Background: an optimization exercise with open tools, aiming at small area and a short achievable clock period. Do not read the settings as production practice. Function was checked by simulation only, so behaviour that the tests miss may differ from the original. Power figures rest on the tool's default switching activity, not on a simulated workload.

$ cat flow/config.mk
export PLATFORM = sky130hd
export DESIGN_NAME = diffeq_fu_core
export DESIGN_NICKNAME = diffeq_fu_core
export VERILOG_FILES = /design/flow/design.v
export SDC_FILE = /design/flow/constraint.sdc
export NUM_CORES = 4
export LEC_CHECK = 0
export CAP_MARGIN = 20
export CORE_MARGIN = 2
export CORE_UTILIZATION = 40
export SETUP_SLACK_MARGIN = 2.0
export SLEW_MARGIN = 20
export SYNTH_HIERARCHICAL = 1
export SYNTH_MINIMUM_KEEP_SIZE = 0
$ cat flow/constraint.sdc
create_clock -name core_clock -period 10.0 [get_ports {clk}]
set_input_delay 2.0000 -clock core_clock [delete_from_list [all_inputs] [get_ports {clk}]]
set_output_delay 2.0000 -clock core_clock [all_outputs]
set_load 0.01 [all_outputs]
$ cat flow/design.v
package diffeq_pkg;
    localparam int unsigned DEFAULT_WIDTH = 16;
    localparam logic MODE_ADD = 1'b0;
    localparam logic MODE_SUB = 1'b1;
endpackage
module diffeq_fa (
    input  logic a, b, c,
    output logic s, co
);
    assign s  = a ^ b ^ c;
    assign co = (a & b) | (a & c) | (b & c);
endmodule
module diffeq_ha (
    input  logic a, b,
    output logic s, co
);
    assign s  = a ^ b;
    assign co = a & b;
endmodule
module diffeq_xnor (
    input  logic a, b,
    output logic y
);
    assign y = ~(a ^ b);
endmodule
module multiplier
#(
    parameter int unsigned IN_WIDTH = diffeq_pkg::DEFAULT_WIDTH
) (
    input  logic signed [IN_WIDTH-1:0] in1,
    input  logic signed [IN_WIDTH-1:0] in2,
    output logic signed [IN_WIDTH-1:0] out,
    output logic                       ovf
);
    logic [15:0] a, b;
    logic [16:0] x, y, p;
    logic [16:1] ta, tb;
    logic        fits17;
    logic s0;
    logic c0;
    logic s1;
    logic c1;
    logic s2;
    logic c2;
    logic s3;
    logic c3;
    logic s4;
    logic c4;
    logic s5;
    logic c5;
    logic s6;
    logic c6;
    logic s7;
    logic c7;
    logic s8;
    logic c8;
    logic s9;
    logic c9;
    logic s10;
    logic c10;
    logic s11;
    logic c11;
    logic s12;
    logic c12;
    logic s13;
    logic c13;
    logic s14;
    logic c14;
    logic s15;
    logic c15;
    logic s16;
    logic c16;
    logic s17;
    logic c17;
    logic s18;
    logic c18;
    logic s19;
    logic c19;
    logic s20;
    logic c20;
    logic s21;
    logic c21;
    logic s22;
    logic c22;
    logic s23;
    logic c23;
    logic s24;
    logic c24;
    logic s25;
    logic c25;
    logic s26;
    logic c26;
    logic s27;
    logic c27;
    logic s28;
    logic c28;
    logic s29;
    logic c29;
    logic s30;
    logic c30;
    logic s31;
    logic c31;
    logic s32;
    logic c32;
    logic s33;
    logic c33;
    logic s34;
    logic c34;
    logic s35;
    logic c35;
    logic s36;
    logic c36;
    logic s37;
    logic c37;
    logic s38;
    logic c38;
    logic s39;
    logic c39;
    logic s40;
    logic c40;
    logic s41;
    logic c41;
    logic s42;
    logic c42;
    logic s43;
    logic c43;
    logic s44;
    logic c44;
    logic s45;
    logic c45;
    logic s46;
    logic c46;
    logic s47;
    logic c47;
    logic s48;
    logic c48;
    logic s49;
    logic c49;
    logic s50;
    logic c50;
    logic s51;
    logic c51;
    logic s52;
    logic c52;
    logic s53;
    logic c53;
    logic s54;
    logic c54;
    logic s55;
    logic c55;
    logic s56;
    logic c56;
    logic s57;
    logic c57;
    logic s58;
    logic c58;
    logic s59;
    logic c59;
    logic s60;
    logic c60;
    logic s61;
    logic c61;
    logic s62;
    logic c62;
    logic s63;
    logic c63;
    logic s64;
    logic c64;
    logic s65;
    logic c65;
    logic s66;
    logic c66;
    logic s67;
    logic c67;
    logic s68;
    logic c68;
    logic s69;
    logic c69;
    logic s70;
    logic c70;
    logic s71;
    logic c71;
    logic s72;
    logic c72;
    logic s73;
    logic c73;
    logic s74;
    logic c74;
    logic s75;
    logic c75;
    logic s76;
    logic c76;
    logic s77;
    logic c77;
    logic s78;
    logic c78;
    logic s79;
    logic c79;
    logic s80;
    logic c80;
    logic s81;
    logic c81;
    logic s82;
    logic c82;
    logic s83;
    logic c83;
    logic s84;
    logic c84;
    logic s85;
    logic c85;
    logic s86;
    logic c86;
    logic s87;
    logic c87;
    logic s88;
    logic c88;
    logic s89;
    logic c89;
    logic s90;
    logic c90;
    logic s91;
    logic c91;
    logic s92;
    logic c92;
    logic s93;
    logic c93;
    logic s94;
    logic c94;
    logic s95;
    logic c95;
    logic s96;
    logic c96;
    logic s97;
    logic c97;
    logic s98;
    logic c98;
    logic s99;
    logic c99;
    logic s100;
    logic c100;
    logic s101;
    logic c101;
    logic s102;
    logic c102;
    logic s103;
    logic c103;
    logic s104;
    logic c104;
    logic s105;
    logic c105;
    logic s106;
    logic c106;
    logic s107;
    logic c107;
    logic s108;
    logic c108;
    logic s109;
    logic c109;
    logic s110;
    logic c110;
    logic s111;
    logic c111;
    logic s112;
    logic c112;
    logic s113;
    logic c113;
    logic s114;
    logic c114;
    logic s115;
    logic c115;
    logic s116;
    logic c116;
    logic s117;
    logic c117;
    logic s118;
    logic c118;
    logic s119;
    logic c119;
    assign a = in1;
    assign b = in2;
    diffeq_xnor u_hx1 (.a(~(a[0] & b[13])), .b(~(a[1] & b[12])), .y(s0));
    assign c0 = ~(a[0] & b[13]) | ~(a[1] & b[12]);
    diffeq_fa u_fa2 (.a(~(a[0] & b[14])), .b(~(a[1] & b[13])), .c(~(a[2] & b[12])), .s(s1), .co(c1));
    diffeq_xnor u_hx3 (.a(~(a[3] & b[11])), .b(~(a[4] & b[10])), .y(s2));
    assign c2 = ~(a[3] & b[11]) | ~(a[4] & b[10]);
    diffeq_fa u_fa4 (.a(~(a[0] & b[15])), .b(~(a[1] & b[14])), .c(~(a[2] & b[13])), .s(s3), .co(c3));
    diffeq_fa u_fa5 (.a(~(a[3] & b[12])), .b(~(a[4] & b[11])), .c(~(a[5] & b[10])), .s(s4), .co(c4));
    diffeq_xnor u_hx6 (.a(~(a[6] & b[9])), .b(~(a[7] & b[8])), .y(s5));
    assign c5 = ~(a[6] & b[9]) | ~(a[7] & b[8]);
    diffeq_fa u_fa7 (.a(~(a[1] & b[15])), .b(~(a[2] & b[14])), .c(~(a[3] & b[13])), .s(s6), .co(c6));
    diffeq_fa u_fa8 (.a(~(a[4] & b[12])), .b(~(a[5] & b[11])), .c(~(a[6] & b[10])), .s(s7), .co(c7));
    diffeq_fa u_fa9 (.a(~(a[7] & b[9])), .b(~(a[8] & b[8])), .c(~(a[9] & b[7])), .s(s8), .co(c8));
    diffeq_xnor u_hx10 (.a(~(a[10] & b[6])), .b(~(a[11] & b[5])), .y(s9));
    assign c9 = ~(a[10] & b[6]) | ~(a[11] & b[5]);
    diffeq_xnor u_hx11 (.a(~(a[0] & b[9])), .b(~(a[1] & b[8])), .y(s10));
    assign c10 = ~(a[0] & b[9]) | ~(a[1] & b[8]);
    diffeq_fa u_fa12 (.a(~(a[0] & b[10])), .b(~(a[1] & b[9])), .c(~(a[2] & b[8])), .s(s11), .co(c11));
    diffeq_xnor u_hx13 (.a(~(a[3] & b[7])), .b(~(a[4] & b[6])), .y(s12));
    assign c12 = ~(a[3] & b[7]) | ~(a[4] & b[6]);
    diffeq_fa u_fa14 (.a(~(a[0] & b[11])), .b(~(a[1] & b[10])), .c(~(a[2] & b[9])), .s(s13), .co(c13));
    diffeq_fa u_fa15 (.a(~(a[3] & b[8])), .b(~(a[4] & b[7])), .c(~(a[5] & b[6])), .s(s14), .co(c14));
    diffeq_xnor u_hx16 (.a(~(a[6] & b[5])), .b(~(a[7] & b[4])), .y(s15));
    assign c15 = ~(a[6] & b[5]) | ~(a[7] & b[4]);
    diffeq_fa u_fa17 (.a(~(a[0] & b[12])), .b(~(a[1] & b[11])), .c(~(a[2] & b[10])), .s(s16), .co(c16));
    diffeq_fa u_fa18 (.a(~(a[3] & b[9])), .b(~(a[4] & b[8])), .c(~(a[5] & b[7])), .s(s17), .co(c17));
    diffeq_fa u_fa19 (.a(~(a[6] & b[6])), .b(~(a[7] & b[5])), .c(~(a[8] & b[4])), .s(s18), .co(c18));
    diffeq_xnor u_hx20 (.a(~(a[9] & b[3])), .b(~(a[10] & b[2])), .y(s19));
    assign c19 = ~(a[9] & b[3]) | ~(a[10] & b[2]);
    diffeq_fa u_fa21 (.a(~(a[2] & b[11])), .b(~(a[3] & b[10])), .c(~(a[4] & b[9])), .s(s20), .co(c20));
    diffeq_fa u_fa22 (.a(~(a[5] & b[8])), .b(~(a[6] & b[7])), .c(~(a[7] & b[6])), .s(s21), .co(c21));
    diffeq_fa u_fa23 (.a(~(a[8] & b[5])), .b(~(a[9] & b[4])), .c(~(a[10] & b[3])), .s(s22), .co(c22));
    diffeq_fa u_fa24 (.a(~(a[11] & b[2])), .b(~(a[12] & b[1])), .c(~(a[13] & b[0])), .s(s23), .co(c23));
    diffeq_fa u_fa25 (.a(~(a[5] & b[9])), .b(~(a[6] & b[8])), .c(~(a[7] & b[7])), .s(s24), .co(c24));
    diffeq_fa u_fa26 (.a(~(a[8] & b[6])), .b(~(a[9] & b[5])), .c(~(a[10] & b[4])), .s(s25), .co(c25));
    diffeq_fa u_fa27 (.a(~(a[11] & b[3])), .b(~(a[12] & b[2])), .c(~(a[13] & b[1])), .s(s26), .co(c26));
    diffeq_fa u_fa28 (.a(~(a[14] & b[0])), .b(c0), .c(s2), .s(s27), .co(c27));
    diffeq_fa u_fa29 (.a(~(a[8] & b[7])), .b(~(a[9] & b[6])), .c(~(a[10] & b[5])), .s(s28), .co(c28));
    diffeq_fa u_fa30 (.a(~(a[11] & b[4])), .b(~(a[12] & b[3])), .c(~(a[13] & b[2])), .s(s29), .co(c29));
    diffeq_fa u_fa31 (.a(~(a[14] & b[1])), .b(~(a[15] & b[0])), .c(c2), .s(s30), .co(c30));
    diffeq_fa u_fa32 (.a(s5), .b(c1), .c(s3), .s(s31), .co(c31));
    diffeq_fa u_fa33 (.a(~(a[12] & b[4])), .b(~(a[13] & b[3])), .c(~(a[14] & b[2])), .s(s32), .co(c32));
    diffeq_fa u_fa34 (.a(~(a[15] & b[1])), .b(~(a[15] & b[0])), .c(~(b[15] & a[0])), .s(s33), .co(c33));
    diffeq_fa u_fa35 (.a(c5), .b(s9), .c(c3), .s(s34), .co(c34));
    diffeq_fa u_fa36 (.a(c4), .b(s6), .c(s7), .s(s35), .co(c35));
    diffeq_xnor u_hx37 (.a(~(a[0] & b[6])), .b(~(a[1] & b[5])), .y(s36));
    assign c36 = ~(a[0] & b[6]) | ~(a[1] & b[5]);
    diffeq_fa u_fa38 (.a(~(a[0] & b[7])), .b(~(a[1] & b[6])), .c(~(a[2] & b[5])), .s(s37), .co(c37));
    diffeq_xnor u_hx39 (.a(~(a[3] & b[4])), .b(~(a[4] & b[3])), .y(s38));
    assign c38 = ~(a[3] & b[4]) | ~(a[4] & b[3]);
    diffeq_fa u_fa40 (.a(~(a[0] & b[8])), .b(~(a[1] & b[7])), .c(~(a[2] & b[6])), .s(s39), .co(c39));
    diffeq_fa u_fa41 (.a(~(a[3] & b[5])), .b(~(a[4] & b[4])), .c(~(a[5] & b[3])), .s(s40), .co(c40));
    diffeq_xnor u_hx42 (.a(~(a[6] & b[2])), .b(~(a[7] & b[1])), .y(s41));
    assign c41 = ~(a[6] & b[2]) | ~(a[7] & b[1]);
    diffeq_fa u_fa43 (.a(~(a[2] & b[7])), .b(~(a[3] & b[6])), .c(~(a[4] & b[5])), .s(s42), .co(c42));
    diffeq_fa u_fa44 (.a(~(a[5] & b[4])), .b(~(a[6] & b[3])), .c(~(a[7] & b[2])), .s(s43), .co(c43));
    diffeq_fa u_fa45 (.a(~(a[8] & b[1])), .b(~(a[9] & b[0])), .c(s10), .s(s44), .co(c44));
    diffeq_fa u_fa46 (.a(~(a[5] & b[5])), .b(~(a[6] & b[4])), .c(~(a[7] & b[3])), .s(s45), .co(c45));
    diffeq_fa u_fa47 (.a(~(a[8] & b[2])), .b(~(a[9] & b[1])), .c(~(a[10] & b[0])), .s(s46), .co(c46));
    diffeq_fa u_fa48 (.a(c10), .b(s12), .c(s11), .s(s47), .co(c47));
    diffeq_fa u_fa49 (.a(~(a[8] & b[3])), .b(~(a[9] & b[2])), .c(~(a[10] & b[1])), .s(s48), .co(c48));
    diffeq_fa u_fa50 (.a(~(a[11] & b[0])), .b(c12), .c(s15), .s(s49), .co(c49));
    diffeq_fa u_fa51 (.a(c11), .b(s13), .c(s14), .s(s50), .co(c50));
    diffeq_fa u_fa52 (.a(~(a[11] & b[1])), .b(~(a[12] & b[0])), .c(c15), .s(s51), .co(c51));
    diffeq_fa u_fa53 (.a(s19), .b(c13), .c(c14), .s(s52), .co(c52));
    diffeq_fa u_fa54 (.a(s16), .b(s17), .c(s18), .s(s53), .co(c53));
    diffeq_fa u_fa55 (.a(c19), .b(s0), .c(c16), .s(s54), .co(c54));
    diffeq_fa u_fa56 (.a(c17), .b(c18), .c(s20), .s(s55), .co(c55));
    diffeq_fa u_fa57 (.a(s21), .b(s22), .c(s23), .s(s56), .co(c56));
    diffeq_fa u_fa58 (.a(c20), .b(c21), .c(c22), .s(s57), .co(c57));
    diffeq_fa u_fa59 (.a(c23), .b(s24), .c(s25), .s(s58), .co(c58));
    diffeq_fa u_fa60 (.a(s26), .b(s1), .c(s27), .s(s59), .co(c59));
    diffeq_fa u_fa61 (.a(c24), .b(c25), .c(c26), .s(s60), .co(c60));
    diffeq_fa u_fa62 (.a(s28), .b(s29), .c(s4), .s(s61), .co(c61));
    diffeq_fa u_fa63 (.a(c27), .b(s30), .c(s31), .s(s62), .co(c62));
    diffeq_fa u_fa64 (.a(c28), .b(c29), .c(s32), .s(s63), .co(c63));
    diffeq_fa u_fa65 (.a(s33), .b(s8), .c(c30), .s(s64), .co(c64));
    diffeq_fa u_fa66 (.a(c31), .b(s34), .c(s35), .s(s65), .co(c65));
    diffeq_xnor u_hx67 (.a(~(a[0] & b[4])), .b(~(a[1] & b[3])), .y(s66));
    assign c66 = ~(a[0] & b[4]) | ~(a[1] & b[3]);
    diffeq_fa u_fa68 (.a(~(a[0] & b[5])), .b(~(a[1] & b[4])), .c(~(a[2] & b[3])), .s(s67), .co(c67));
    diffeq_xnor u_hx69 (.a(~(a[3] & b[2])), .b(~(a[4] & b[1])), .y(s68));
    assign c68 = ~(a[3] & b[2]) | ~(a[4] & b[1]);
    diffeq_fa u_fa70 (.a(~(a[2] & b[4])), .b(~(a[3] & b[3])), .c(~(a[4] & b[2])), .s(s69), .co(c69));
    diffeq_fa u_fa71 (.a(~(a[5] & b[1])), .b(~(a[6] & b[0])), .c(s36), .s(s70), .co(c70));
    diffeq_fa u_fa72 (.a(~(a[5] & b[2])), .b(~(a[6] & b[1])), .c(~(a[7] & b[0])), .s(s71), .co(c71));
    diffeq_fa u_fa73 (.a(c36), .b(s38), .c(s37), .s(s72), .co(c72));
    diffeq_fa u_fa74 (.a(~(a[8] & b[0])), .b(c38), .c(s41), .s(s73), .co(c73));
    diffeq_fa u_fa75 (.a(c37), .b(s39), .c(s40), .s(s74), .co(c74));
    diffeq_fa u_fa76 (.a(c41), .b(c39), .c(c40), .s(s75), .co(c75));
    diffeq_fa u_fa77 (.a(s42), .b(s43), .c(s44), .s(s76), .co(c76));
    diffeq_fa u_fa78 (.a(c42), .b(c43), .c(s45), .s(s77), .co(c77));
    diffeq_fa u_fa79 (.a(s46), .b(c44), .c(s47), .s(s78), .co(c78));
    diffeq_fa u_fa80 (.a(c45), .b(c46), .c(s48), .s(s79), .co(c79));
    diffeq_fa u_fa81 (.a(s49), .b(c47), .c(s50), .s(s80), .co(c80));
    diffeq_fa u_fa82 (.a(c48), .b(c49), .c(s51), .s(s81), .co(c81));
    diffeq_fa u_fa83 (.a(c50), .b(s52), .c(s53), .s(s82), .co(c82));
    diffeq_fa u_fa84 (.a(c51), .b(c52), .c(c53), .s(s83), .co(c83));
    diffeq_fa u_fa85 (.a(s54), .b(s55), .c(s56), .s(s84), .co(c84));
    diffeq_fa u_fa86 (.a(c54), .b(c55), .c(c56), .s(s85), .co(c85));
    diffeq_fa u_fa87 (.a(s57), .b(s58), .c(s59), .s(s86), .co(c86));
    diffeq_fa u_fa88 (.a(c57), .b(c58), .c(s60), .s(s87), .co(c87));
    diffeq_fa u_fa89 (.a(s61), .b(c59), .c(s62), .s(s88), .co(c88));
    diffeq_fa u_fa90 (.a(c60), .b(c61), .c(s63), .s(s89), .co(c89));
    diffeq_fa u_fa91 (.a(s64), .b(c62), .c(s65), .s(s90), .co(c90));
    diffeq_xnor u_hx92 (.a(~(a[0] & b[3])), .b(~(a[1] & b[2])), .y(s91));
    assign c91 = ~(a[0] & b[3]) | ~(a[1] & b[2]);
    diffeq_fa u_fa93 (.a(~(a[2] & b[2])), .b(~(a[3] & b[1])), .c(~(a[4] & b[0])), .s(s92), .co(c92));
    diffeq_fa u_fa94 (.a(~(a[5] & b[0])), .b(c66), .c(s68), .s(s93), .co(c93));
    diffeq_fa u_fa95 (.a(c68), .b(c67), .c(s69), .s(s94), .co(c94));
    diffeq_fa u_fa96 (.a(c69), .b(s71), .c(c70), .s(s95), .co(c95));
    diffeq_fa u_fa97 (.a(c71), .b(s73), .c(c72), .s(s96), .co(c96));
    diffeq_fa u_fa98 (.a(c73), .b(c74), .c(s75), .s(s97), .co(c97));
    diffeq_fa u_fa99 (.a(c75), .b(s77), .c(c76), .s(s98), .co(c98));
    diffeq_fa u_fa100 (.a(c77), .b(s79), .c(c78), .s(s99), .co(c99));
    diffeq_fa u_fa101 (.a(c79), .b(s81), .c(c80), .s(s100), .co(c100));
    diffeq_fa u_fa102 (.a(c81), .b(c82), .c(s83), .s(s101), .co(c101));
    diffeq_fa u_fa103 (.a(c83), .b(c84), .c(s85), .s(s102), .co(c102));
    diffeq_fa u_fa104 (.a(c85), .b(s87), .c(c86), .s(s103), .co(c103));
    diffeq_fa u_fa105 (.a(c87), .b(s89), .c(c88), .s(s104), .co(c104));
    diffeq_xnor u_hx106 (.a(~(a[0] & b[2])), .b(~(a[1] & b[1])), .y(s105));
    assign c105 = ~(a[0] & b[2]) | ~(a[1] & b[1]);
    diffeq_fa u_fa107 (.a(~(a[2] & b[1])), .b(~(a[3] & b[0])), .c(s91), .s(s106), .co(c106));
    diffeq_fa u_fa108 (.a(c91), .b(s66), .c(s92), .s(s107), .co(c107));
    diffeq_fa u_fa109 (.a(c92), .b(s67), .c(s93), .s(s108), .co(c108));
    diffeq_fa u_fa110 (.a(c93), .b(s70), .c(s94), .s(s109), .co(c109));
    diffeq_fa u_fa111 (.a(c94), .b(s72), .c(s95), .s(s110), .co(c110));
    diffeq_fa u_fa112 (.a(s74), .b(c95), .c(s96), .s(s111), .co(c111));
    diffeq_fa u_fa113 (.a(s76), .b(c96), .c(s97), .s(s112), .co(c112));
    diffeq_fa u_fa114 (.a(c97), .b(s78), .c(s98), .s(s113), .co(c113));
    diffeq_fa u_fa115 (.a(s80), .b(c98), .c(s99), .s(s114), .co(c114));
    diffeq_fa u_fa116 (.a(s82), .b(c99), .c(s100), .s(s115), .co(c115));
    diffeq_fa u_fa117 (.a(s84), .b(c100), .c(s101), .s(s116), .co(c116));
    diffeq_fa u_fa118 (.a(s86), .b(c101), .c(s102), .s(s117), .co(c117));
    diffeq_fa u_fa119 (.a(c102), .b(s88), .c(s103), .s(s118), .co(c118));
    diffeq_fa u_fa120 (.a(s90), .b(c103), .c(s104), .s(s119), .co(c119));
    assign x = {c118, c117, c116, c115, c114, c113, c112, c111, c110, c109, c108, c107, c106, c105, s105, ~(a[0] & b[1]), ~(a[0] & b[0])};
    assign y = {s119, s118, s117, s116, s115, s114, s113, s112, s111, s110, s109, s108, s107, s106, ~(a[2] & b[0]), ~(a[1] & b[0]), 1'b1};
    assign p = ~(x + y + 17'd1);
    assign out = p[15:0];
    assign ta[16] = 1'b1;
    assign tb[16] = 1'b1;
    genvar k;
    for (k = 1; k < 16; k++) begin : g_fit
        assign ta[k] = ta[k+1] & (a[k-1] == a[15]);
        assign tb[k] = tb[k+1] & (b[k-1] == b[15]);
    end
    assign fits17 = ta[2] | tb[2] | (ta[3] & tb[15]) | (ta[4] & tb[14]) | (ta[5] & tb[13]) | (ta[6] & tb[12]) | (ta[7] & tb[11]) | (ta[8] & tb[10]) | (ta[9] & tb[9]) | (ta[10] & tb[8]) | (ta[11] & tb[7]) | (ta[12] & tb[6]) | (ta[13] & tb[5]) | (ta[14] & tb[4]) | (ta[15] & tb[3]);
    assign ovf = !fits17 || (p[16] != p[15]);
endmodule
module adder_subtractor
#(
    parameter int unsigned WIDTH = diffeq_pkg::DEFAULT_WIDTH
) (
    input  logic signed [WIDTH-1:0] in1,
    input  logic signed [WIDTH-1:0] in2,
    input  logic                    mode,
    output logic signed [WIDTH-1:0] out,
    output logic                    ovf
);
    localparam int unsigned H = WIDTH / 2;
    logic             sub;
    logic [WIDTH-1:0] a, b;
    logic [H:0]       cl;
    logic [WIDTH-1:H] s0, s1;
    logic [WIDTH:H]   c0, c1;
    assign sub = (mode == diffeq_pkg::MODE_SUB);
    assign a   = in1;
    assign b   = in2 ^ {WIDTH{sub}};
    assign cl[0] = sub;
    for (genvar i = 0; i < H; i++) begin : g_lo
        diffeq_fa u_fa (.a(a[i]), .b(b[i]), .c(cl[i]), .s(out[i]), .co(cl[i+1]));
    end
    assign c0[H] = 1'b0;
    assign c1[H] = 1'b1;
    for (genvar i = H; i < WIDTH; i++) begin : g_hi
        if (i == H) begin : g_first
            diffeq_ha   u_h0 (.a(a[i]), .b(b[i]), .s(s0[i]), .co(c0[i+1]));
            diffeq_xnor u_h1 (.a(a[i]), .b(b[i]), .y(s1[i]));
            assign c1[i+1] = a[i] | b[i];
        end else begin : g_rest
            diffeq_fa u_f0 (.a(a[i]), .b(b[i]), .c(c0[i]), .s(s0[i]), .co(c0[i+1]));
            diffeq_fa u_f1 (.a(a[i]), .b(b[i]), .c(c1[i]), .s(s1[i]), .co(c1[i+1]));
        end
    end
    assign out[WIDTH-1:H] = cl[H] ? s1 : s0;
    assign ovf = (a[WIDTH-1] == b[WIDTH-1]) && (out[WIDTH-1] != a[WIDTH-1]);
endmodule
module diffeq_fu_core
#(
    parameter int unsigned WIDTH = diffeq_pkg::DEFAULT_WIDTH
) (
    input  logic                    clk,
    input  logic                    reset,
    input  logic                    en,
    input  logic signed [WIDTH-1:0] v1,
    input  logic signed [WIDTH-1:0] v2,
    input  logic signed [WIDTH-1:0] v3,
    input  logic signed [WIDTH-1:0] v4,
    input  logic signed [WIDTH-1:0] v5,
    input  logic signed [WIDTH-1:0] v6,
    input  logic                    mode,
    output logic signed [WIDTH-1:0] w1,
    output logic signed [WIDTH-1:0] w2,
    output logic signed [WIDTH-1:0] w3,
    output logic signed [WIDTH-1:0] r1,
    output logic signed [WIDTH-1:0] r2,
    output logic signed [WIDTH-1:0] r3,
    output logic                    ovf1,
    output logic                    ovf2,
    output logic                    ovf3,
    output logic                    valid
);
    logic m1_ovf, m2_ovf, a1_ovf;
    logic signed [WIDTH-1:0] r1_d, r1_q;
    logic signed [WIDTH-1:0] r2_d, r2_q;
    logic signed [WIDTH-1:0] r3_d, r3_q;
    logic                    ovf1_d, ovf1_q;
    logic                    ovf2_d, ovf2_q;
    logic                    ovf3_d, ovf3_q;
    logic                    valid_d, valid_q;
    multiplier #(.IN_WIDTH(WIDTH)) u_m1 (
        .in1 (v1),
        .in2 (v2),
        .out (w1),
        .ovf (m1_ovf)
    );
    multiplier #(.IN_WIDTH(WIDTH)) u_m2 (
        .in1 (v3),
        .in2 (v4),
        .out (w2),
        .ovf (m2_ovf)
    );
    adder_subtractor #(.WIDTH(WIDTH)) u_a1 (
        .in1  (v5),
        .in2  (v6),
        .mode (mode),
        .out  (w3),
        .ovf  (a1_ovf)
    );
    always_comb begin
        r1_d    = r1_q;
        r2_d    = r2_q;
        r3_d    = r3_q;
        ovf1_d  = ovf1_q;
        ovf2_d  = ovf2_q;
        ovf3_d  = ovf3_q;
        valid_d = 1'b0;
        if (en) begin
            r1_d    = w1;
            r2_d    = w2;
            r3_d    = w3;
            ovf1_d  = m1_ovf;
            ovf2_d  = m2_ovf;
            ovf3_d  = a1_ovf;
            valid_d = 1'b1;
        end
    end
    always_ff @(posedge clk or posedge reset) begin
        if (reset) begin
            r1_q    <= '0;
            r2_q    <= '0;
            r3_q    <= '0;
            ovf1_q  <= 1'b0;
            ovf2_q  <= 1'b0;
            ovf3_q  <= 1'b0;
            valid_q <= 1'b0;
        end else begin
            r1_q    <= r1_d;
            r2_q    <= r2_d;
            r3_q    <= r3_d;
            ovf1_q  <= ovf1_d;
            ovf2_q  <= ovf2_d;
            ovf3_q  <= ovf3_d;
            valid_q <= valid_d;
        end
    end
    assign r1    = r1_q;
    assign r2    = r2_q;
    assign r3    = r3_q;
    assign ovf1  = ovf1_q;
    assign ovf2  = ovf2_q;
    assign ovf3  = ovf3_q;
    assign valid = valid_q;
endmodule
$ cat flow/flow/run.sh
#!/bin/bash
# The standard layout (standard.sh) with two changes:
#  - the port buffers are the smallest buffer cell, sky130_fd_sc_hd__buf_1;
#  - before floorplanning, flow/downsize.tcl gives each combinational cell its smallest
#    drive strength, so that timing repair upsizes only the cells that need it.
export BUFFER_PORTS_ARGS="-buffer_cell sky130_fd_sc_hd__buf_1"
export PRE_FLOORPLAN_TCL="$PWD/flow/downsize.tcl"
bash standard.sh > standard_run.log 2>&1
$ cat flow/flow/downsize.tcl
# Before floorplanning: give every combinational cell the smallest drive strength of its
# function; the timing repair later upsizes only the cells that need it.
set n 0
foreach inst [get_cells *] {
  set m [get_property $inst ref_name]
  if { ![regexp {^(sky130_fd_sc_hd__[a-z0-9]+)_([0-9]+)$} $m -> base sz] } { continue }
  if { [regexp {df|dl|sdf|edf|conb|fa$|ha$|tap|fill|decap|clkbuf|buf$|bufbuf|dly|clkinv} $base] } { continue }
  set best $m
  set best_area [get_property [get_lib_cells */$m] area]
  foreach alt [get_lib_cells */${base}_*] {
    set an [get_name $alt]
    if { ![regexp "^${base}_\[0-9\]+\$" $an] } { continue }
    if { [get_property $alt dont_use] } { continue }
    set a [get_property $alt area]
    if { $a < $best_area } { set best $an; set best_area $a }
  }
  if { $best ne $m } {
    replace_cell $inst $best
    incr n
  }
}
puts "downsize.tcl: resized $n instances to their smallest drive"
$ cat flow/standard.sh
#!/bin/bash
# synth_recipe.tcl (not shown) runs the flow's synth.tcl, then flattens the netlist and writes it again
# the make line also repeats each setting of config.mk as NAME=value (left out here)
make -C /OpenROAD-flow-scripts/flow DESIGN_CONFIG=/design/flow/config.mk WORK_HOME=/design/flow/orfs CLKGATE_MAP_FILE= SYNTH_SCRIPT=/design/flow/synth_recipe.tcl "${@:-finish}"
==> metrics.yaml, run 1 <==
fillers: 2556
cpMostUsedCell: "fa_1"
grt_busiest_layer: "met2"
fin_cells: 1667
clock.fmax_mhz: 126
first_global_vias: 9385
setup_ws_ns: 2.08
io_buffers: 199
antenna_left: 0
grt_util_met1_pct: 29.1
grt_overflow: 0
swShare_pct: 50.2
fin_nets: 1659
syn_nets: 1520
cp_slowest_cell: "fa_1"
cts_buffers: 5
root_buffer: "clkbuf_16"
post-place-ws_ns: 1.47
die_x_um: 171
drt-total-wl_mm: 30.6
crit_chain: "buf_4 -> buf_6 -> and2_2 -> nand3_1 -> fa_1 -> fa_1 -> fa_1 -> fa_1 -> fa_1 -> ha_2 -> xnor2_1 -> mux2i_2 -> buf_2"
peakVddDrop_mv: 0.296
slew_headroom_pct: 46.6
htree_levels: 2
multi_input_area_mm2: 0.00948
required_ns: 8.00
num_vias: 8853
power.total_mw: 4.42
cts_sinks: 52
most-common-layout-cells: "nand2_1 (318), fa_1 (218), buf_1 (143), xnor2_1 (56), dfrtp_1 (52)"
drcViolationCount: 0
min_period_ns: 7.92
final_common_cell: "nand2_1"
final.period_utilization_pct: 79.2
worstPathMaxFanout: 11
regArea_mm2: 0.00130
slew_viol_final: 0
clk_pin_slew_ns: 0.06
hpwl_mm: 23.6
first_pass_iters: 5
rows: 60
first_iter_violations: 594
use_met2_pct: 36.6
cts_tree: "built"
place_inst: 1646
cp-end-kind: "output port"
power_frac_clock_pct: 4.4
syn-instance-count: 1155
p_per_area_mw_per_mm2: 347
antenna_found_initial: 0
critPathKind: "input pin to output port"
ctsLongestPathBuffers: 2
track_usage_pct: 21.3
outcome: "timing/DRC/antenna clean"
grt_max_degree: 53
setup_viol: 0
rsz0062_at_grt: "true"
intPower_mw: 2.20
routedWlPerCell_um: 18.4
arrival_ns: 5.92
use_met3_pct: 2.11
ys.warnings.count: 7
min_path_type: "flip-flop to flip-flop"
critPathMaxStageDelay_ns: 0.59
finalClockSkew_ns: 0
seq_power_share_pct: 7.8
drive_gt1_share_pct: 11.5
cp-start-kind: "input pin"
power_frac_comb_pct: 87.8
hold_buffers: 0
place_congestion: 0.837
ioPinCount: 200
initial_utilization_pct: 41.0
die_area_mm2: 0.0291
coreArea_mm2: 0.0271
hold_viol_final: 0
tns_ns: 0
antennaDiodeCount: 0
worstSkewPairLatency_ns: 0.29
routed_via_density: 5.31
power.leakage_nw: 4.60
p_sw_mw: 2.22
worst_pin_slew_ns: 0.801
grt_pass1_wl_mm: 49.1
die_y_um: 171
cap_violations: 0
through the flow:
step	hold WS, ns	utilization [%]	cell area [µm²]
after floorplan	0.529	-	11100
after detailed placement	0.473	44.1	11900
after global placement	0.466	44.1	11900
after global routing	0.501	47.0	12700
after CTS	0.489	45.4	12300
final	0.483	47.0	12700
final cells by class:
| class | count | area share, % |
|---|---|---|
| tap | 372 | 3.65 |
| timing repair buffer | 229 | 10.0 |
| sequential | 52 | 10.2 |
| multi-input combinational | 990 | 74.4 |
| inverter | 16 | 0.471 |
| clock inverter | 2 | 0.275 |
| clock buffer | 6 | 1.01 |
worst max-delay path: cells and delay by family:
| family | cells | cell delay, ns |
|---|---|---|
| and+or+nand+nor | 2 | 0.38 |
| xor gates and xnor gates | 1 | 0.10 |
| adders and majority gates | 6 | 2.78 |
| buffers and inverters | 3 | 0.48 |
| muxes | 1 | 0.18 |
metal layers:
layer,wire (µm),vias to the layer above
li1,-,4010
met1,13500,4505
met2,14800,311
met3,1900,27
met4,418,0
met5,0,-
path summary, 6_finish.rpt:
path	from	endpoint	slack, ns	depth (start not counted)
max in group asynchronous	reset	r1_q[3]	7.69	3
worst max register to register	r1_q[13]	r1_q[13]	9.20	1
worst min register to register	r2_q[14]	r2_q[14]	0.48	1
min in group asynchronous	reset	r2_q[1]	1.84	3
worst max-delay path	v1[0]	w1[15]	2.08	13
worst min-delay path	r2_q[14]	r2_q[14]	0.48	1
repair_timing:
| action | 4_1_cts | 5_1_grt |
|---|---|---|
| cloned | 0 | 3 |
| hold endpoints to repair | 0 | 0 |
| setup buffers | 3 | 7 |
| pin swaps | 4 | 16 |
| gates resized for setup | 124 | 92 |
| setup endpoints to repair | 22 | 18 |
flip-flops by register name, indices dropped and copies added (netlist names):
signal   flops
r3_q        16
r2_q        16
r1_q        16
ovf2_q       1
ovf1_q       1
valid_q      1
ovf3_q       1
power groups by stage:
stage	registers, mW	clock network (mW)	logic, mW
final	0.347	0.194	3.88
after global placement	0.347	0	3.34
after floorplan	0.387	0	2.34
after detailed placement	0.352	0	3.41
after CTS	0.348	0.199	3.56
after global routing	0.357	0.207	4.32
==> run 2: changes to the inputs <==
--- a/flow/config.mk
+++ b/flow/config.mk
@@ -8,7 +8,7 @@
 export CAP_MARGIN = 20
 export CORE_MARGIN = 2
 export CORE_UTILIZATION = 40
-export SETUP_SLACK_MARGIN = 2.0
+export SETUP_SLACK_MARGIN = 1.6
 export SLEW_MARGIN = 20
 export SYNTH_HIERARCHICAL = 1
 export SYNTH_MINIMUM_KEEP_SIZE = 0
==> metrics.yaml, run 2 <==
peakVddDrop_mv: 0.248
io_buffers: 199
r2r_cells: 1
critPathKind: "input pin to output port"
antenna_found_initial: 0
outcome: "timing/DRC/antenna clean"
routed_via_density: 5.29
ctsLongestPathBuffers: 2
most-common-layout-cells: "nand2_1 (318), fa_1 (233), buf_1 (157), xnor2_1 (59), dfrtp_1 (52)"
cp-end-kind: "output port"
die_y_um: 171
required_ns: 8.00
grt_overflow: 0
finalClockSkew_ns: 0
drt-total-wl_mm: 30.0
drcViolationCount: 0
clk_pin_slew_ns: 0.07
first_global_vias: 9371
root_buffer: "clkbuf_16"
cp-start-kind: "input pin"
ys.warnings.count: 7
track_usage_pct: 21.2
min_path_type: "flip-flop to flip-flop"
final_common_cell: "nand2_1"
htree_levels: 2
clock.fmax_mhz: 121
worst_pin_slew_ns: 0.796
setup_viol: 0
fin_nets: 1646
place_congestion: 0.837
first_pass_iters: 5
tns_ns: 0
cts_buffers: 5
dpl-instance-area_mm2: 0.0119
p_sw_mw: 2.09
slew_headroom_pct: 46.9
stdcell_area_mm2: 0.0122
rsz0062_at_grt: "false"
grt_pass1_wl_mm: 49.0
hold_ws_ns: 0.484
hold_depth: 1
slew_viol_final: 0
arrival_ns: 6.26
die_x_um: 171
power.leakage_nw: 4.41
syn-instance-count: 1155
hpwl_mm: 23.6
syn_nets: 1520
power_frac_clock_pct: 4.9
rows: 60
r2r_setup_slack_ns: 9.20
min_period_ns: 8.26
die_area_mm2: 0.0291
routedWlPerCell_um: 18.1
p_per_area_mw_per_mm2: 322
ioPinCount: 200
initial_utilization_pct: 41.0
final.period_utilization_pct: 82.6
worstPathMaxFanout: 11
worstSkewPairLatency_ns: 0.29
coreArea_mm2: 0.0271
swShare_pct: 53.2
seq_power_share_pct: 8.8
cts_sinks: 52
hold_viol_final: 0
cts_setup_buffers: 0
power_frac_comb_pct: 86.3
intPower_mw: 1.85
cts_tree: "built"
num_vias: 8756
fillers: 2612
fin_util_pct: 45.1
reg_top3: "r1_q: 16 flops, r2_q: 16 flops, r3_q: 16 flops"
drive_gt1_share_pct: 6.01
cap_violations: 0
antenna_left: 0
grt_max_degree: 53
first_iter_violations: 626
## run 2: worst paths after layout
kind | startpoint | to
max in group asynchronous | reset | r1_q[3]
worst max-delay path | v1[0] | w1[15]
min in group asynchronous | reset | r2_q[1]
worst min register to register | r1_q[12] | r1_q[12]
worst min-delay path | r1_q[12] | r1_q[12]
worst max register to register | r1_q[13] | r1_q[13]
## run 2: what timing repair did
action                                  4_1_cts  5_1_grt
resized for setup                            30       42
hold buffers                                  0        0
pin swaps                                     0        0
endpoints found under the setup margin        6       16
## run 2: critical path, stage by stage
cell      delay, ns
clkbuf_2       0.19
buf_4          0.21
and2_1         0.32
nand3_1        0.16
fa_1           0.59
fa_1           0.45
fa_1           0.39
fa_1           0.51
fa_1           0.42
ha_1           0.38
xnor2_1        0.16
mux2i_1        0.27
buf_1          0.19
## run 2: per-stage QoR
stage | instances | power (mW) | worst slack (ns)
global placement | 1646 | 3.69 | 1.47
finish | 1655 | 3.94 | 1.74
CTS | 1654 | 3.97 | 1.60
floorplan | 1155 | 2.73 | 2.00
detailed placement | 1646 | 3.76 | 1.47
global route | 1654 | 4.37 | 1.60
## run 2: power by group through the flow
stage,clock [mW],combinational [mW],sequential (mW)
4_1_cts,0.199,3.42,0.348
6_report,0.194,3.40,0.347
3_5_place_dp,0,3.41,0.352
2_1_floorplan,0,2.34,0.387
3_3_place_gp,0,3.34,0.347
5_1_grt,0.207,3.81,0.357
## run 2: cell type report
class / count / area, µm² / share of cell area (%)
clock buffers: 6 / 129 / 1.06
clock inverters: 2 / 35.0 / 0.287
well taps: 372 / 465 / 3.81
multi-input cells: 990 / 9250 / 75.7
diodes: 1 / 2.50 / 0.0205
inverters: 16 / 60.1 / 0.492
repair buffers: 216 / 973 / 7.97
flip-flops and latches: 52 / 1300 / 10.7
## run 2: routing by layer
| layer | routed length, µm | track usage (%) | up-vias |
|---|---|---|---|
| li1 | - | - | 3977 |
| met1 | 13600 | 28.9 | 4507 |
| met2 | 14600 | 36.8 | 253 |
| met3 | 1490 | 2.24 | 19 |
| met4 | 291 | 4.42 | 0 |
| met5 | 0 | 0 | - |
==> run 3: changes to the inputs <==
--- a/flow/config.mk
+++ b/flow/config.mk
@@ -5,10 +5,11 @@
 export SDC_FILE = /design/flow/constraint.sdc
 export NUM_CORES = 4
 export LEC_CHECK = 0
-export CAP_MARGIN = 20
+export CAP_MARGIN = 0
 export CORE_MARGIN = 2
 export CORE_UTILIZATION = 40
+export CTS_BUF_LIST = sky130_fd_sc_hd__clkbuf_4 sky130_fd_sc_hd__clkbuf_8
 export SETUP_SLACK_MARGIN = 1.6
-export SLEW_MARGIN = 20
+export SLEW_MARGIN = 0
 export SYNTH_HIERARCHICAL = 1
 export SYNTH_MINIMUM_KEEP_SIZE = 0
==> metrics.yaml, run 3 <==
outcome: "timing/DRC/antenna clean"
drcViolationCount: 0
ctsLongestPathBuffers: 2
fin_cells: 1655
first_pass_iters: 5
p_per_area_mw_per_mm2: 320
hold_depth: 1
antenna_found_initial: 0
hold_ws_ns: 0.489
syn-instance-count: 1155
r2r_start: "r1_q[13]"
coreArea_mm2: 0.0271
min_period_ns: 8.25
r2r_cells: 1
reg_top3: "r1_q: 16 flops, r2_q: 16 flops, r3_q: 16 flops"
r2r_setup_slack_ns: 9.20
rsz0062_at_grt: "false"
initial_utilization_pct: 41.0
worstPathMaxFanout: 11
die_x_um: 171
io_buffers: 199
rows: 60
cap_violations: 0
critPathKind: "input pin to output port"
final_common_cell: "nand2_1"
slew_headroom_pct: 46.0
die_area_mm2: 0.0291
min_path_type: "flip-flop to flip-flop"
cts_sinks: 52
r2r_end: "r1_q[13]"
required_ns: 8.00
cts_buffers: 5
peakVddDrop_mv: 0.248
worst_pin_slew_ns: 0.810
fin_nets: 1646
routed_via_density: 5.28
setup_ws_ns: 1.75
root_buffer: "clkbuf_8"
hpwl_mm: 23.6
fin_util_pct: 44.9
drt-total-wl_mm: 30.0
grt_overflow: 0
whs_endpoint: "r2_q[14]"
post-place-ws_ns: 1.47
syn_nets: 1520
most-common-layout-cells: "nand2_1 (318), fa_1 (233), buf_1 (157), xnor2_1 (59), dfrtp_1 (52)"
num_vias: 8745
tns_ns: 0
die_y_um: 171
place_inst: 1646
ioPinCount: 200
place_congestion: 0.837
track_usage_pct: 21.2
hp-start: "r2_q[14]"
first_iter_violations: 613
first_global_vias: 9388
ys.warnings.count: 7
grt_pass1_wl_mm: 49.0
power.leakage_nw: 4.39
setup_viol: 0
clk_pin_slew_ns: 0.08
worstSkewPairLatency_ns: 0.31
drive_gt1_share_pct: 6.08
slew_viol_final: 0
htree_levels: 2
cp-end-kind: "output port"
routedWlPerCell_um: 18.1
grt_max_degree: 53
hold_viol_final: 0
clock.fmax_mhz: 121
cts_setup_buffers: 0
finalClockSkew_ns: 0
arrival_ns: 6.25
antenna_left: 0
cp-start-kind: "input pin"
final.period_utilization_pct: 82.5
cts_tree: "built"
## run 3: area by class of cell
type / count / area (µm²)
flip-flops and latches: 52 / 1300
multi-input cells: 990 / 9250
well taps: 372 / 465
clock inverters: 2 / 35.0
diodes: 1 / 2.50
fillers: 2617 / 14900
repair buffers: 216 / 973
inverters: 16 / 60.1
clock buffers: 6 / 76.3
## run 3: what timing repair did
item	CTS	global route
hold buffers	0	0
pin swaps	0	0
setup endpoints to repair	6	16
gates resized for setup	30	42
## run 3: routing by layer
layer / global-route usage (%) / routed length, µm / vias up
li1: - / - / 3980
met1: 28.9 / 13400 / 4472
met2: 36.8 / 14500 / 277
met3: 2.31 / 1700 / 16
met4: 4.31 / 276 / 0
met5: 0 / 0 / -
## run 3: through the flow
step | instance area, µm² | power, mW
detailed placement | 11900 | 3.76
global route | 12200 | 4.32
CTS | 12200 | 3.92
floorplan | 11100 | 2.73
global placement | 11900 | 3.69
finish | 12200 | 3.89
## run 3: worst max path at each step
stage                       from  endpoint  depth (start not counted)
final                      v1[0]    w1[15]                         13
after CTS                  v1[7]    w1[15]                         13
after detailed placement   v1[3]    w1[15]                         13
after floorplan            v1[3]    w1[15]                         13
after global placement    v4[15]    w2[15]                         12
after global routing       v2[1]    w1[15]                         13
## run 3: power breakdown
part	internal [mW]	switching, mW	total, mW
sequential	0.308	0.0380	0.346
clock	0.0771	0.0698	0.147
combinational	1.42	1.98	3.40
total	1.80	2.09	3.89
## run 3: worst max-delay path, stage by stage
cell      delay [ns]
clkbuf_2        0.19
buf_4           0.21
and2_1          0.31
nand3_1         0.16
fa_1            0.59
fa_1            0.45
fa_1            0.39
fa_1            0.51
fa_1            0.42
ha_1            0.38
xnor2_1         0.16
mux2i_1         0.27
buf_1           0.19
==> run 4: changes to the inputs <==
--- a/flow/config.mk
+++ b/flow/config.mk
@@ -7,8 +7,7 @@
 export LEC_CHECK = 0
 export CAP_MARGIN = 0
 export CORE_MARGIN = 2
-export CORE_UTILIZATION = 40
-export CTS_BUF_LIST = sky130_fd_sc_hd__clkbuf_4 sky130_fd_sc_hd__clkbuf_8
+export CORE_UTILIZATION = 50
 export SETUP_SLACK_MARGIN = 1.6
 export SLEW_MARGIN = 0
 export SYNTH_HIERARCHICAL = 1
==> metrics.yaml, run 4 <==
rows: 54
num_vias: 8666
cp_num_buf_inv: 3
r2r_end: "r3_q[14]"
hold_viol_final: 0
ioPinCount: 200
cpMostUsedCell: "fa_1"
place_congestion: 0.845
finalClockSkew_ns: 0
routedWlPerCell_um: 19.0
endpoint: "w1[15]"
drt-total-wl_mm: 29.6
hold_buffers: 0
cp-end-kind: "output port"
slew_viol_final: 0
hold_ws_ns: 0.485
stdcell_area_mm2: 0.0121
final_common_cell: "nand2_1"
io_buffers: 199
grt_max_degree: 53
die_x_um: 153
cp_slowest_cell: "fa_1"
htree_levels: 2
path_delay_family: "adder cells"
slew_headroom_pct: 27.5
post-place-ws_ns: 1.29
cts_buffers: 5
die_y_um: 153
routed_via_density: 5.55
ys.warnings.count: 7
setup_viol: 0
grt_overflow: 0
worst_pin_slew_ns: 1.09
clk_pin_slew_ns: 0.07
worstPathMaxFanout: 13
root_buffer: "clkbuf_16"
final.period_utilization_pct: 82.6
cts_sinks: 52
drive_gt1_share_pct: 6.16
track_usage_pct: 26.3
initial_utilization_pct: 50.9
coreArea_mm2: 0.0218
critPathKind: "input pin to output port"
hpwl_mm: 23.2
setup_ws_ns: 1.74
use_met3_pct: 3.94
power.total_mw: 4.02
critPathMaxStageDelay_ns: 0.59
r2r_start: "r3_q[14]"
cp-start-kind: "input pin"
syn-instance-count: 1155
rsz0062_at_grt: "true"
dpl-instance-area_mm2: 0.0118
peakVddDrop_mv: 0.244
p_per_area_mw_per_mm2: 332
worstSkewPairLatency_ns: 0.29
r2r_setup_slack_ns: 9.20
clock.fmax_mhz: 121
die_area_mm2: 0.0234
antenna_left: 0
crit_chain: "buf_1 -> buf_4 -> nand2_1 -> fa_1 -> fa_1 -> fa_1 -> fa_1 -> fa_1 -> ha_1 -> o21a_1 -> nor2_1 -> xnor2_1 -> mux2i_2 -> buf_1"
arrival_ns: 6.26
crit_cells: 14
tns_ns: 0
first_global_vias: 9204
power.leakage_nw: 4.39
min_path_type: "flip-flop to flip-flop"
antenna_found_initial: 0
syn_nets: 1520
antennaDiodeCount: 0
cts_tree: "built"
grt_pass1_wl_mm: 49.5
drcViolationCount: 0
use_met2_pct: 43.4
fin_nets: 1646
grt_busiest_layer: "met2"
most-common-layout-cells: "nand2_1 (318), fa_1 (233), buf_1 (157), xnor2_1 (59), dfrtp_1 (52)"
r2r_cells: 1
grt_util_met1_pct: 37.4
required_ns: 8.00
reg_top3: "r1_q: 16 flops, r2_q: 16 flops, r3_q: 16 flops"
ctsLongestPathBuffers: 2
cap_violations: 0
critPathLaunch: "v2[6]"
outcome: "timing/DRC/antenna clean"
min_period_ns: 8.26
first_iter_violations: 586
first_pass_iters: 5
[run 4: how the worst min path moves through the flow]
stage / from / to / slack, ns / cells past startpoint
after floorplan: ovf1_q / ovf1_q / 0.53 / 1
after global placement: r3_q[9] / r3_q[9] / 0.46 / 1
after detailed placement: r2_q[9] / r2_q[9] / 0.47 / 1
after CTS: r3_q[10] / r3_q[10] / 0.49 / 1
after global routing: r2_q[9] / r2_q[9] / 0.49 / 1
final: r1_q[14] / r1_q[14] / 0.48 / 1
[run 4: metal layers]
| layer | vias to the layer above | wire length (µm) |
|---|---|---|
| li1 | 3979 | - |
| met1 | 4345 | 13400 |
| met2 | 315 | 14000 |
| met3 | 27 | 1880 |
| met4 | 0 | 428 |
| met5 | - | 0 |
[run 4: through the flow]
step,utilization [%],std cells
after floorplan,-,1155
after global placement,54.2,1553
after detailed placement,54.2,1553
after CTS,55.3,1561
after global routing,55.4,1562
final,55.4,1562
[run 4: where the power goes]
part	internal (mW)	switching (mW)
logic	1.46	2.04
clock network	0.0934	0.0766
registers	0.309	0.0374
total	1.86	2.16
[run 4: repair_timing]
item / CTS / global route
setup endpoints to repair: 6 / 8
setup buffers: 0 / 1
cloned: 0 / 0
resized for setup: 37 / 31
[run 4: area by class of cell]
cell class,count,area (µm²)
sequential,52,1300
inverter,16,60.1
clock inverter,2,16.3
timing repair buffer,216,973
multi-input combinational,990,9260
fill,2040,9740
clock buffer,6,129
tap,280,350
==> run 5: changes to the inputs <==
--- a/flow/config.mk
+++ b/flow/config.mk
@@ -7,8 +7,8 @@
 export LEC_CHECK = 0
 export CAP_MARGIN = 0
 export CORE_MARGIN = 2
-export CORE_UTILIZATION = 50
-export SETUP_SLACK_MARGIN = 1.6
+export CORE_UTILIZATION = 40
+export SETUP_SLACK_MARGIN = 2.0
 export SLEW_MARGIN = 0
 export SYNTH_HIERARCHICAL = 1
 export SYNTH_MINIMUM_KEEP_SIZE = 0
==> metrics.yaml, run 5 <==
outcome: "timing/DRC/antenna clean"
clock.fmax_mhz: 126
final_common_cell: "nand2_1"
seq_power_share_pct: 7.8
coreArea_mm2: 0.0271
antennaDiodeCount: 0
first_iter_violations: 594
p_sw_mw: 2.22
ys.warnings.count: 7
cap_violations: 0
syn_nets: 1520
required_ns: 8.00
power_frac_comb_pct: 87.8
tns_ns: 0
cts_sinks: 52
worstSkewPairLatency_ns: 0.29
routed_via_density: 5.31
peakVddDrop_mv: 0.296
ctsLongestPathBuffers: 2
cp-start-kind: "input pin"
critPathKind: "input pin to output port"
final.period_utilization_pct: 79.2
fin_nets: 1659
hold_viol_final: 0
swShare_pct: 50.2
most-common-layout-cells: "nand2_1 (318), fa_1 (218), buf_1 (143), xnor2_1 (56), dfrtp_1 (52)"
slew_viol_final: 0
p_per_area_mw_per_mm2: 347
antenna_left: 0
ioPinCount: 200
routedWlPerCell_um: 18.4
slew_headroom_pct: 46.6
drive_gt1_share_pct: 11.5
cts_tree: "built"
rsz0062_at_grt: "true"
grt_pass1_wl_mm: 49.1
arrival_ns: 5.92
worst_pin_slew_ns: 0.801
power_frac_clock_pct: 4.4
finalClockSkew_ns: 0
root_buffer: "clkbuf_16"
syn-instance-count: 1155
power.leakage_nw: 4.60
fin_util_pct: 47.0
io_buffers: 199
grt_overflow: 0
die_y_um: 171
drt-total-wl_mm: 30.6
rows: 60
worstPathMaxFanout: 11
hold_ws_ns: 0.483
fillers: 2556
die_area_mm2: 0.0291
die_x_um: 171
antenna_found_initial: 0
track_usage_pct: 21.3
htree_levels: 2
hold_buffers: 0
clk_pin_slew_ns: 0.06
grt_max_degree: 53
cp-end-kind: "output port"
place_congestion: 0.837
first_global_vias: 9385
hpwl_mm: 23.6
first_pass_iters: 5
cts_buffers: 5
intPower_mw: 2.20
initial_utilization_pct: 41.0
min_path_type: "flip-flop to flip-flop"
min_period_ns: 7.92
setup_viol: 0
drcViolationCount: 0
reg_top3: "r1_q: 16 flops, r2_q: 16 flops, r3_q: 16 flops"
num_vias: 8853
## run 5: per-layer routing
layer | GRT usage (%) | wire (µm)
met5 | 0 | 0
met4 | 4.68 | 418
met3 | 2.11 | 1900
met2 | 36.6 | 14800
met1 | 29.1 | 13500
## run 5: repair_timing
item | CTS | global route
endpoints found under the setup margin | 22 | 18
buffers inserted | 3 | 7
gates resized for setup | 124 | 92
pin swaps | 4 | 16
gates cloned | 0 | 3
## run 5: worst paths after layout
kind                          start  endpoint  slack [ns]  cells after the start
setup / recovery              v1[0]    w1[15]        2.08                     13
hold / removal             r2_q[14]  r2_q[14]        0.48                      1
setup reg to reg           r1_q[13]  r1_q[13]        9.20                      1
hold reg to reg            r2_q[14]  r2_q[14]        0.48                      1
max in group asynchronous     reset   r1_q[3]        7.69                      3
min in group asynchronous     reset   r2_q[1]        1.84                      3
## run 5: worst max-delay path: stages
cell and delay, ns:
buf_4 0.15, buf_6 0.16, and2_2 0.25, nand3_1 0.13
fa_1 0.59, fa_1 0.45, fa_1 0.39, fa_1 0.51
fa_1 0.43, ha_2 0.41, xnor2_1 0.10, mux2i_2 0.18
buf_2 0.17
## run 5: per-stage QoR
step / setup slack, ns / cells / area (µm²) / total power [mW]
2_1_floorplan: 2.00 / 1155 / 11100 / 2.73
5_1_grt: 1.96 / 1667 / 12700 / 4.88
4_1_cts: 1.99 / 1657 / 12300 / 4.11
3_3_place_gp: 1.47 / 1646 / 11900 / 3.69
3_5_place_dp: 1.47 / 1646 / 11900 / 3.76
6_report: 2.08 / 1667 / 12700 / 4.42
## run 5: layout make-up
type | count | area [µm²] | area share (%)
tap | 372 | 465 | 3.65
inverter | 16 | 60.1 | 0.471
timing repair buffer | 229 | 1280 | 10.0
clock buffer | 6 | 129 | 1.01
sequential | 52 | 1300 | 10.2
clock inverter | 2 | 35.0 | 0.275
multi-input combinational | 990 | 9480 | 74.4
## run 5: power by group through the flow
stage          Sequential, mW  Combinational, mW  Clock, mW
2_1_floorplan           0.387               2.34          0
3_3_place_gp            0.347               3.34          0
3_5_place_dp            0.352               3.41          0
4_1_cts                 0.348               3.56      0.199
5_1_grt                 0.357               4.32      0.207
6_report                0.347               3.88      0.194
==> run 6: changes to the inputs <==
--- a/flow/config.mk
+++ b/flow/config.mk
@@ -8,7 +8,7 @@
 export CAP_MARGIN = 0
 export CORE_MARGIN = 2
 export CORE_UTILIZATION = 40
-export SETUP_SLACK_MARGIN = 2.0
+export SETUP_SLACK_MARGIN = 2.3
 export SLEW_MARGIN = 0
 export SYNTH_HIERARCHICAL = 1
 export SYNTH_MINIMUM_KEEP_SIZE = 0
==> metrics.yaml, run 6 <==
min_path_type: "flip-flop to flip-flop"
initial_utilization_pct: 41.0
r2r_setup_slack_ns: 9.17
cts_sinks: 52
fin_nets: 1700
final.period_utilization_pct: 78.5
required_ns: 8.00
hold_buffers: 0
post-place-ws_ns: 1.38
finalClockSkew_ns: 0
cts_tree: "built"
hold_viol_final: 0
fillers: 2491
critPathKind: "input pin to output port"
worst_pin_slew_ns: 0.707
setup_ws_ns: 2.15
worstPathMaxFanout: 16
cap_violations: 0
wl_met2_mm: 15.5
clock.fmax_mhz: 127
hold_depth: 1
reg_top3: "r1_q: 16 flops, r2_q: 16 flops, r3_q: 16 flops"
power.leakage_nw: 5.03
drt-total-wl_mm: 32.0
wl_met3_mm: 2.04
cpMostUsedCell: "fa_1"
worstSkewPairLatency_ns: 0.30
syn_nets: 1520
drcViolationCount: 0
coreArea_mm2: 0.0271
rows: 60
first_pass_iters: 5
grt_pass1_wl_mm: 50.5
routedWlPerCell_um: 18.8
cp_slowest_cell: "fa_1"
tns_ns: 0
antennaDiodeCount: 0
antenna_found_initial: 0
drive_gt1_share_pct: 18.9
critPathMaxStageDelay_ns: 0.58
ys.warnings.count: 7
most-common-layout-cells: "nand2_1 (308), fa_1 (202), buf_1 (126), buf_4 (67)"
num_vias: 9258
cp-end-kind: "output port"
die_x_um: 171
setup_viol: 0
die_y_um: 171
p_per_area_mw_per_mm2: 382
multi_input_area_mm2: 0.00981
slew_headroom_pct: 52.8
crit_chain: "buf_6 -> nand2_2 -> fa_1 -> fa_2 -> fa_1 -> fa_1 -> fa_1 -> ha_4 -> a21o_1 -> a31oi_1 -> xor2_1 -> buf_2"
peakVddDrop_mv: 0.340
io_buffers: 199
cp-start-kind: "input pin"
cts_buffers: 5
syn-instance-count: 1155
top_layer_used: "met4"
grt_max_degree: 53
ctsLongestPathBuffers: 2
antenna_left: 0
htree_levels: 2
slew_viol_final: 0
arrival_ns: 5.85
rsz0062_at_grt: "true"
die_area_mm2: 0.0291
outcome: "timing/DRC/antenna clean"
power.total_mw: 5.24
fin_util_pct: 50.6
ioPinCount: 200
routed_via_density: 5.42
first_global_vias: 9563
hpwl_mm: 23.3
regArea_mm2: 0.00130
clk_pin_slew_ns: 0.07
grt_overflow: 0
dpl-instance-area_mm2: 0.0120
place_congestion: 0.850
first_iter_violations: 574
min_period_ns: 7.85
stdcell_area_mm2: 0.0137
root_buffer: "clkbuf_16"
final_common_cell: "nand2_1"
r2r_cells: 1
track_usage_pct: 21.9
wl_met1_mm: 13.7
## run 6: what timing repair did
item,CTS,global route
buffers inserted,31,22
gates resized for setup,264,107
pin swaps,22,52
cloned,1,2
setup endpoints to repair,27,20
## run 6: final timing paths
check / start / end
worst max-delay path: v4[5] / w2[14]
worst min-delay path: r1_q[10] / r1_q[10]
worst max register to register: r2_q[10] / r2_q[10]
worst min register to register: r1_q[10] / r1_q[10]
max in group asynchronous: reset / r2_q[9]
min in group asynchronous: reset / r1_q[1]
## run 6: layout make-up
type / instances / area share, %
Timing Repair Buffer: 270 / 14.1
Multi-Input combinational cell: 990 / 71.5
Clock inverter: 1 / 0.0547
Clock buffer: 7 / 1.04
Tap cell: 372 / 3.39
Inverter: 16 / 0.438
Sequential cell: 52 / 9.48
## run 6: routing by layer
layer,vias up,track usage (%)
met3,49,2.82
met1,4739,29.4
li1,4093,-
met5,-,0
met2,377,37.1
met4,0,6.69
## run 6: power by group
group | internal, mW | switching, mW
Clock | 0.0999 | 0.0786
Combinational | 2.33 | 2.38
Sequential | 0.309 | 0.0400
Total | 2.74 | 2.50
## run 6: critical path: cells and delay by family
| family | cells | cell delay (ns) |
|---|---|---|
| adder cells (fa/ha/maj) | 6 | 2.65 |
| buffers and inverters | 2 | 0.39 |
| AO/OA/AOI/OAI | 2 | 0.38 |
| XOR/XNOR | 1 | 0.33 |
| AND/OR/NAND/NOR | 1 | 0.08 |
## run 6: per-stage QoR
step                cells  hold WS, ns
global placement     1644        0.466
floorplan            1155        0.529
detailed placement   1644        0.473
finish               1708        0.483
global route         1708        0.494
CTS                  1684        0.489
==> run 7: changes to the inputs <==
--- a/flow/config.mk
+++ b/flow/config.mk
@@ -8,7 +8,7 @@
 export CAP_MARGIN = 0
 export CORE_MARGIN = 2
 export CORE_UTILIZATION = 40
-export SETUP_SLACK_MARGIN = 2.3
+export SETUP_SLACK_MARGIN = 1.9
 export SLEW_MARGIN = 0
 export SYNTH_HIERARCHICAL = 1
 export SYNTH_MINIMUM_KEEP_SIZE = 0
==> metrics.yaml, run 7 <==
hold_buffers: 0
grt_max_degree: 53
hold_ws_ns: 0.483
hold_viol_final: 0
cp-start-kind: "input pin"
r2r_cells: 1
setup_ws_ns: 2.04
required_ns: 8.00
rows: 60
syn_nets: 1520
min_period_ns: 7.96
first_iter_violations: 646
cts_tree: "built"
first_global_vias: 9393
critPathKind: "input pin to output port"
root_buffer: "clkbuf_16"
min_path_type: "flip-flop to flip-flop"
drt-total-wl_mm: 30.1
crit_chain: "clkbuf_4 -> buf_8 -> and2_2 -> nand3_1 -> fa_1 -> fa_1 -> fa_1 -> fa_1 -> fa_1 -> ha_2 -> xnor2_1 -> mux2i_2 -> buf_2"
reg_top3: "r1_q: 16 flops, r2_q: 16 flops, r3_q: 16 flops"
tns_ns: 0
worstPathMaxFanout: 11
die_y_um: 171
cp_num_buf_inv: 3
worst_pin_slew_ns: 0.795
io_buffers: 199
power.leakage_nw: 4.51
p_per_area_mw_per_mm2: 330
cap_violations: 0
antennaDiodeCount: 0
cts_sinks: 52
worstSkewPairLatency_ns: 0.29
intPower_mw: 1.99
grt_pass1_wl_mm: 49.1
first_pass_iters: 7
die_area_mm2: 0.0291
most-common-layout-cells: "nand2_1 (318), fa_1 (223), buf_1 (147), xnor2_1 (57), dfrtp_1 (52)"
clock.fmax_mhz: 126
coreArea_mm2: 0.0271
critPathMaxStageDelay_ns: 0.59
place_inst: 1646
cp-end-kind: "output port"
drcViolationCount: 0
clk_pin_slew_ns: 0.06
p_sw_mw: 2.13
path_delay_family: "adder cells"
ioPinCount: 200
finalClockSkew_ns: 0
fillers: 2596
power_frac_comb_pct: 86.9
setup_viol: 0
hp-start: "r2_q[14]"
track_usage_pct: 21.2
syn-instance-count: 1155
routedWlPerCell_um: 18.1
ys.warnings.count: 7
cp_slowest_cell: "fa_1"
initial_utilization_pct: 41.0
antenna_left: 0
drive_gt1_share_pct: 9.25
ctsLongestPathBuffers: 2
power_frac_clock_pct: 4.7
final_common_cell: "nand2_1"
routed_via_density: 5.30
seq_power_share_pct: 8.4
place_congestion: 0.837
r2r_setup_slack_ns: 9.20
outcome: "timing/DRC/antenna clean"
slew_viol_final: 0
hpwl_mm: 23.6
final.period_utilization_pct: 79.6
cpMostUsedCell: "fa_1"
whs_endpoint: "r2_q[14]"
htree_levels: 2
antenna_found_initial: 0
fin_util_pct: 46.0
hold_depth: 1
fin_nets: 1651
die_x_um: 171
r2r_start: "r2_q[8]"
grt_overflow: 0
swShare_pct: 51.7
num_vias: 8791
r2r_end: "r2_q[8]"
slew_headroom_pct: 47.0
post-place-ws_ns: 1.47
peakVddDrop_mv: 0.267
cts_buffers: 5
rsz0062_at_grt: "true"
fin_cells: 1659
arrival_ns: 5.96
[run 7: final cells by class]
cell class / count / area [µm²] / share of cell area (%)
Sequential cell: 52 / 1300 / 10.4
Timing Repair Buffer: 221 / 1130 / 9.03
Inverter: 16 / 60.1 / 0.481
Clock buffer: 6 / 129 / 1.03
Multi-Input combinational cell: 990 / 9360 / 75.0
Clock inverter: 2 / 35.0 / 0.281
Tap cell: 372 / 465 / 3.73
[run 7: power groups by stage]
stage	combinational (mW)	clock [mW]	sequential [mW]
after floorplan	2.34	0	0.387
after global placement	3.34	0	0.347
final	3.57	0.194	0.347
after CTS	3.46	0.199	0.348
after detailed placement	3.41	0	0.352
after global routing	4.00	0.207	0.357
[run 7: stage by stage]
step	power, mW	area (µm²)
6_report	4.11	12500
5_1_grt	4.56	12500
4_1_cts	4.01	12300
3_5_place_dp	3.76	11900
3_3_place_gp	3.69	11900
2_1_floorplan	2.73	11100
[run 7: worst max-delay path by stage]
stage,from,endpoint,slack (ns),cells past startpoint
after floorplan,v1[3],w1[15],2.00,13
after global placement,v4[15],w2[15],1.47,12
after detailed placement,v1[3],w1[15],1.47,13
after CTS,v2[4],w1[15],1.90,13
after global routing,v1[0],w1[15],1.88,15
final,v1[0],w1[15],2.04,13
[run 7: timing repair]
| item | 4_1_cts | 5_1_grt |
|---|---|---|
| gates resized for setup | 96 | 88 |
| endpoints found under the setup margin | 21 | 18 |
| hold endpoints to repair | 0 | 0 |
| pin swaps | 3 | 7 |
| buffers inserted | 2 | 3 |
[run 7: metal layers]
layer / vias to the layer above / share of wire (%) / global-route usage (%)
li1: 3991 / - / -
met4: 0 / 1.4 / 4.57
met5: - / 0 / 0
met1: 4457 / 44 / 29.0
met2: 312 / 48 / 36.6
met3: 31 / 6.2 / 2.24

[static timing again, ports no longer ideal]
Ports are ideal in the flow. The routed layouts listed here were re-timed in OpenROAD.
Step 1, drivers: a clkbuf_16 drives clk and a buf_2 each remaining input, both assumed.
Step 2 adds t to the input delays and takes it off the output delays; t is the mean of the earliest and latest rising clock arrival at the registers after step 1. Input paths then give back, and output paths get back, about the clock's delay inside the block.
Three values: ideal ports, drivers, drivers and shift; two values: the first two.
run | t, ns | slack for setup (ns) | clock arrival spread, ns
run 1 | 0.328 | 2.080 / 2.053 / 2.053 | 0.008 / 0.008
run 2 | 0.328 | 1.744 / 1.717 / 1.717 | 0.008 / 0.008
run 3 | 0.342 | 1.750 / 1.724 / 1.724 | 0.014 / 0.014
run 4 | 0.331 | 1.744 / 1.723 / 1.723 | 0.009 / 0.008
run 5 | 0.328 | 2.080 / 2.053 / 2.053 | 0.008 / 0.008
run 6 | 0.335 | 2.153 / 2.056 / 2.056 | 0.004 / 0.004
run 7 | 0.328 | 2.040 / 2.014 / 2.014 | 0.009 / 0.008
After both steps setup and hold are still met in every run listed. For run 6, which loses most, drivers alone change the setup slack by -0.097 ns; drivers and shift together by -0.097 ns.
